What follows belongs to an exercise in optimizing a design on an open flow for small area; a production flow would make more cautious choices. In this exercise RTL edits were held to simulation tests only and were not proved equivalent to the original.

==> flow/design.v (outline; a module is shown in full before it is edited, if it fits) <==
// module fse_lms_updater: 1355 lines
// module lms_fa: 4 lines
// module lms_ha: 4 lines
module fse_lms_updater (
   input  logic         clk,
   input  logic         i_reset,
   input  logic [7:0]   i_is_data_I,
   input  logic [7:0]   i_is_data_Q,
   input  logic         i_ctrl,
   input  logic         i_baud,
   input  logic [11:0]  i_fse_I,
   input  logic [11:0]  i_fse_Q,
   input  logic         i_en_rx,
   input  logic         i_en_lms,
   output logic [71:0]  o_taps_I,
   output logic [71:0]  o_taps_Q,
   output logic         o_en_taps,
   output logic         o_overrun
);
  // ...
==> flow/run.sh <==
#!/bin/bash
# synth_recipe.tcl (not shown) runs the flow's synth.tcl, then flattens the netlist and writes it again
# the make line also repeats each setting of config.mk as NAME=value (left out here)
make -C /OpenROAD-flow-scripts/flow DESIGN_CONFIG=/design/flow/config.mk WORK_HOME=/design/flow/orfs CLKGATE_MAP_FILE= SYNTH_SCRIPT=/design/flow/synth_recipe.tcl finish
==> flow/config.mk <==
export PLATFORM = sky130hd
export DESIGN_NAME = fse_lms_updater
export DESIGN_NICKNAME = fse_lms_updater
export VERILOG_FILES = /design/flow/design.v
export SDC_FILE = /design/flow/constraint.sdc
export NUM_CORES = 4
export LEC_CHECK = 0
export CAP_MARGIN = 20
export CORE_MARGIN = 2
export CORE_UTILIZATION = 40
export SLEW_MARGIN = 20
export SYNTH_HIERARCHICAL = 1
==> flow/constraint.sdc <==
create_clock -name core_clock -period 13.0 [get_ports {clk}]
set_input_delay 2.6000 -clock core_clock [delete_from_list [all_inputs] [get_ports {clk}]]
set_output_delay 2.6000 -clock core_clock [all_outputs]
set_load 0.01 [all_outputs]
==> reports/results.ini, run 1 <==
[floorplan]
initial_core_util_pct = 40.2
die-area_sq_mm = 0.0926
core.rowCount = 110
die_w_microns = 304

[sta]
post-route-period-util_pct = 89.0
setup_violations = 0
tightest_slew_ns = 1.16

[finish]
nets = 3055
multi_input_area_sq_mm = 0.0147
diodes = 0
nFlopsAndLatches = 703
nNonClkBuffers = 224
multi_input_gates = 1493
multi_input_area_share_pct = 35.0

[yosys]
synth_fa_ha_area_share_pct = 23.9
synth_compound_area_share_pct = 4.45
seq_area_frac_synth_pct = 57.8
postSynthAreaPerCell_sq_um = 15.5
ys_warn_count = 7
synth_cells = 2334
synth_area_leaders = edfxtp_1, fa_1, nor2b_1
yosys.area_share.simple_pct = 10.3
synth_edf_count = 672

[setup_path]
crit_top_cell = fa_1
crit_path_start = r_rI[2]
critical_path_depth = 28

[route]
drt_iter0_drc = 1441
dr_wl_met2_microns = 37900
routed.top_layer = met4

[grt]
grt_max_degree = 189
grt_use_met2_pct = 27.6
grt_remaining_overflow = 0
grt.busiest_layer = met2

[outcome]
outcome = finished clean

[placed_design]
place_area_sq_mm = 0.0394

[hold_path]
whs_endpoint = r_aQ[86]
min_path_type = reg2reg

[cts]
cts_made_buffers = 76
clock-sinks = 703
clk_pin_slew_ns = 0.06

==> run 2, diff against run 1 <==
--- a/flow/config.mk
+++ b/flow/config.mk
@@ -10,2 +10,3 @@
 export CORE_UTILIZATION = 40
+export CTS_BUF_LIST = sky130_fd_sc_hd__clkbuf_4
 export SLEW_MARGIN = 20
==> reports/results.ini, run 2 <==
[finish]
mostFrequentLayoutCells = edfxtp_1, fa_1, nand2_1, clkbuf_4, clkdlybuf4s50_1  ; was edfxtp_1, fa_1, nand2_1, clkdlybuf4s50_1, nor2b_1
final_cell_area_sq_mm = 0.0418  ; was 0.0420 sq mm
nets = 3161  ; was 3,055
reg_top3 = r_aI x180, r_aQ x180  ; unchanged
postLayoutCoreUtil_pct = 46.5  ; was 46.8%
area_delta_synth_final_pct = 15.8  ; was 16.5%
mostFrequentLayoutCell = edfxtp_1  ; unchanged
layout-drive-gt1-share_pct = 11.6  ; was 6.14%

[route]
ant_nets = 0  ; unchanged
drt_first_pass_iters = 6  ; unchanged
vias = 19900  ; was 19,300
drcViolationCount = 0  ; unchanged
drt_iter0_drc = 1565  ; was 1,441
routedWlPerCell_microns = 19.3  ; was 20.1 microns
vias_per_cell = 4.99  ; was 5.10
wl_microns = 76900  ; was 76,100 microns

[grt]
grtUsageTotal_pct = 17.0  ; was 16.6%
antenna_found_initial = 4  ; was 1
grt_pass1_vias = 21900  ; was 20,900
grt_pass1_wl_microns = 122000  ; was 120,000 microns
grt_max_degree = 189  ; unchanged
grt_remaining_overflow = 0  ; unchanged

[setup_path]
crit_top_cell = fa_1  ; unchanged
max_stage_delay_ns = 0.97  ; was 0.98 ns
critPathArrivalTime_ns = 12.19  ; was 11.87 ns
path_class = reg2reg  ; unchanged
worstSetupEndpointType = register  ; unchanged
worstSetupStartpointType = register  ; unchanged
cp_max_fo = 24  ; unchanged
slowest_stage = dfxtp_1  ; unchanged
critPathRequiredTime_ns = 13.65  ; was 13.30 ns

[yosys]
ys_types = 60  ; unchanged
yosys.cell_count.top_type = edfxtp_1  ; unchanged
synthTopCellsByCount = edfxtp_1, fa_1, nand2_1  ; unchanged
seq_area_frac_synth_pct = 57.8  ; unchanged
yosys_register_bits = 703  ; unchanged
synth_area_leaders = edfxtp_1, fa_1, nor2b_1  ; unchanged
synth_top_flop_cell = edfxtp_1  ; unchanged
synth_cells = 2334  ; unchanged
synth_area_sq_mm = 0.0361  ; unchanged
synth_top_area_share_pct = 55.9  ; unchanged
ys_warn_count = 7  ; unchanged
async_flop_share_pct = 1.56  ; unchanged
synth_edf_count = 672  ; unchanged
synth.largest_area_cell = edfxtp_1  ; unchanged
postSynthAreaPerCell_sq_um = 15.5  ; unchanged

[sta]
setup_violations = 0  ; unchanged
tightest_slew_ns = 1.13  ; was 1.16 ns
fin_skew_ns = 0.0766  ; was 0.0546 ns
max_slew_margin_pct = 24.6  ; was 22.8%
fin_ws_ns = 1.46  ; was 1.43 ns
fin_crit_ns = 11.54  ; was 11.57 ns
finalHoldViolations = 0  ; unchanged
tns_ns = 0  ; unchanged
fmax_ghz = 0.0867  ; was 0.0865 GHz
post-route-period-util_pct = 88.7  ; was 89.0%
rsz0062_at_grt = no  ; unchanged
slew_violations = 0  ; unchanged

[hold_path]
min_path_type = reg2reg  ; unchanged

[floorplan]
initial_core_util_pct = 40.2  ; unchanged
die_w_microns = 304  ; unchanged
design.core.area_sq_mm = 0.0897  ; unchanged
die_h_microns = 304  ; unchanged
die-area_sq_mm = 0.0926  ; unchanged
design.portCount = 192  ; unchanged
core.rowCount = 110  ; unchanged

[run]
cap_viol_max_count = 0  ; unchanged

[placed_design]
place_congestion = 0.821  ; unchanged
dpl.hpwl_microns = 50300  ; unchanged
port_buffers = 191  ; unchanged
dp_slack_ns = 1.52  ; unchanged
place_area_sq_mm = 0.0394  ; unchanged

[cts]
clk_pin_slew_ns = 0.06  ; about the same
clk_latency_ns = 1.03  ; was 0.63 ns
cts_made_buffers = 182  ; was 76
clock-sinks = 703  ; unchanged
cts_tree = done  ; unchanged
cts_setup_buffers = 0  ; unchanged
clk_path_buf_depth = 3  ; unchanged
htree_num_levels = 4  ; was 3
cts_root_buf = clkbuf_4  ; was clkbuf_16
cts_resized = 0  ; unchanged
cts.hold.buffers_added = 0  ; unchanged

[outcome]
outcome = finished clean  ; unchanged

run 2: cell counts after synthesis:
No cell type changed its count.
run 2: per-module statistics from Yosys, one instance, submodules excluded:
module | area [sq um] | cells | copies in the design
lms_fa | 20.0 | 1 | 374
lms_ha | 12.5 | 1 | 33
fse_lms_updater | 28200 | 1927 | 1
run 2: final cells by class:
class                           count  area (sq um)
Clock inverter                     69           414
Sequential cell                   703         20900
Multi-Input combinational cell   1493         14700
Antenna cell                        6          15.0
Inverter                           50           193
Clock buffer                      255          1910
Fill cell                        7892         48000
Tap cell                         1176          1470
Timing Repair Buffer              224          2200
run 2: worst max-delay path: cells and delay by family, from the launching register on:
family                   cells  cell delay (ns)
flip-flops                   1             0.97
AND/OR/NAND/NOR              2             0.68
buffers and inverters        2             0.14
adder cells (fa/ha/maj)     20             8.21
AO/OA/AOI/OAI                4             1.13
run 2: stage by stage:
stage	cells	hold WS (ns)
after floorplan	2361	0.400
after global placement	3645	0.401
after detailed placement	3645	0.405
after CTS	3969	0.366
after global routing	3975	0.371
final	3976	0.382
run 2: cell families (layout without fill, tap and decap cells):
logic type,Yosys count,after routing,synth area share [%]
buffers and inverters,165,598,1.81
multiplexers,33,33,0.915
AO/OA/AOI/OAI,217,217,4.45
AND/OR/NAND/NOR,721,721,10.3
XOR/XNOR,33,33,0.801
adder cells (fa/ha/maj),461,461,23.9
flip-flops,703,703,57.8
other,1,34,0.0104
run 2: routing by layer:
metal	global-route usage [%]	part of all wire, %	vias to the layer above
met5	0	0	-
met4	5.85	2.2	0
met3	3.75	5.1	158
met2	27.9	50	570
met1	22.4	43	10200
li1	-	-	8927
run 2: worst paths after layout:
kind	startpoint	end	slack, ns	depth (start not counted)
max in group asynchronous	i_reset	r_stale	10.72	2
worst min register to register	r_aQ[168]	r_aQ[148]	0.38	0
min in group asynchronous	i_reset	r_fill[2]	1.94	2
worst min-delay path	r_aQ[168]	r_aQ[148]	0.38	0
worst max-delay path	r_rI[2]	r_aI[176]	1.46	28
worst max register to register	r_rI[2]	r_aI[176]	1.46	28

## static timing again, ports no longer ideal
The flow's constraints put no driver on any port. The routed layouts listed below were extracted and timed again, unchanged, in two steps.
Step 1, drivers: a clkbuf_16 drives clk and a buf_2 each remaining input, both assumed.
Step 2 moves the port delays by t, midway between the first and last clock arrival at a register: inputs arrive t later, outputs are due t later. That takes back most of the time a late clock gives input paths.
Three values: ideal ports, drivers, drivers and shift; two values: the first two.
| run | t, ns | setup WS [ns] | slew at the worst register clock pin (ns) | worst slew at a driven data input, ns | cell pins on the clock port's net |
|---|---|---|---|---|---|
| run 1 | 0.672 | 1.434 / 1.434 / 1.434 | 0.06 / 0.06 | 0.04 | 1 |
| run 2 | 1.049 | 1.463 / 1.463 / 1.463 | 0.07 / 0.07 | 0.04 | 1 |
After both steps every run listed still meets setup and hold.
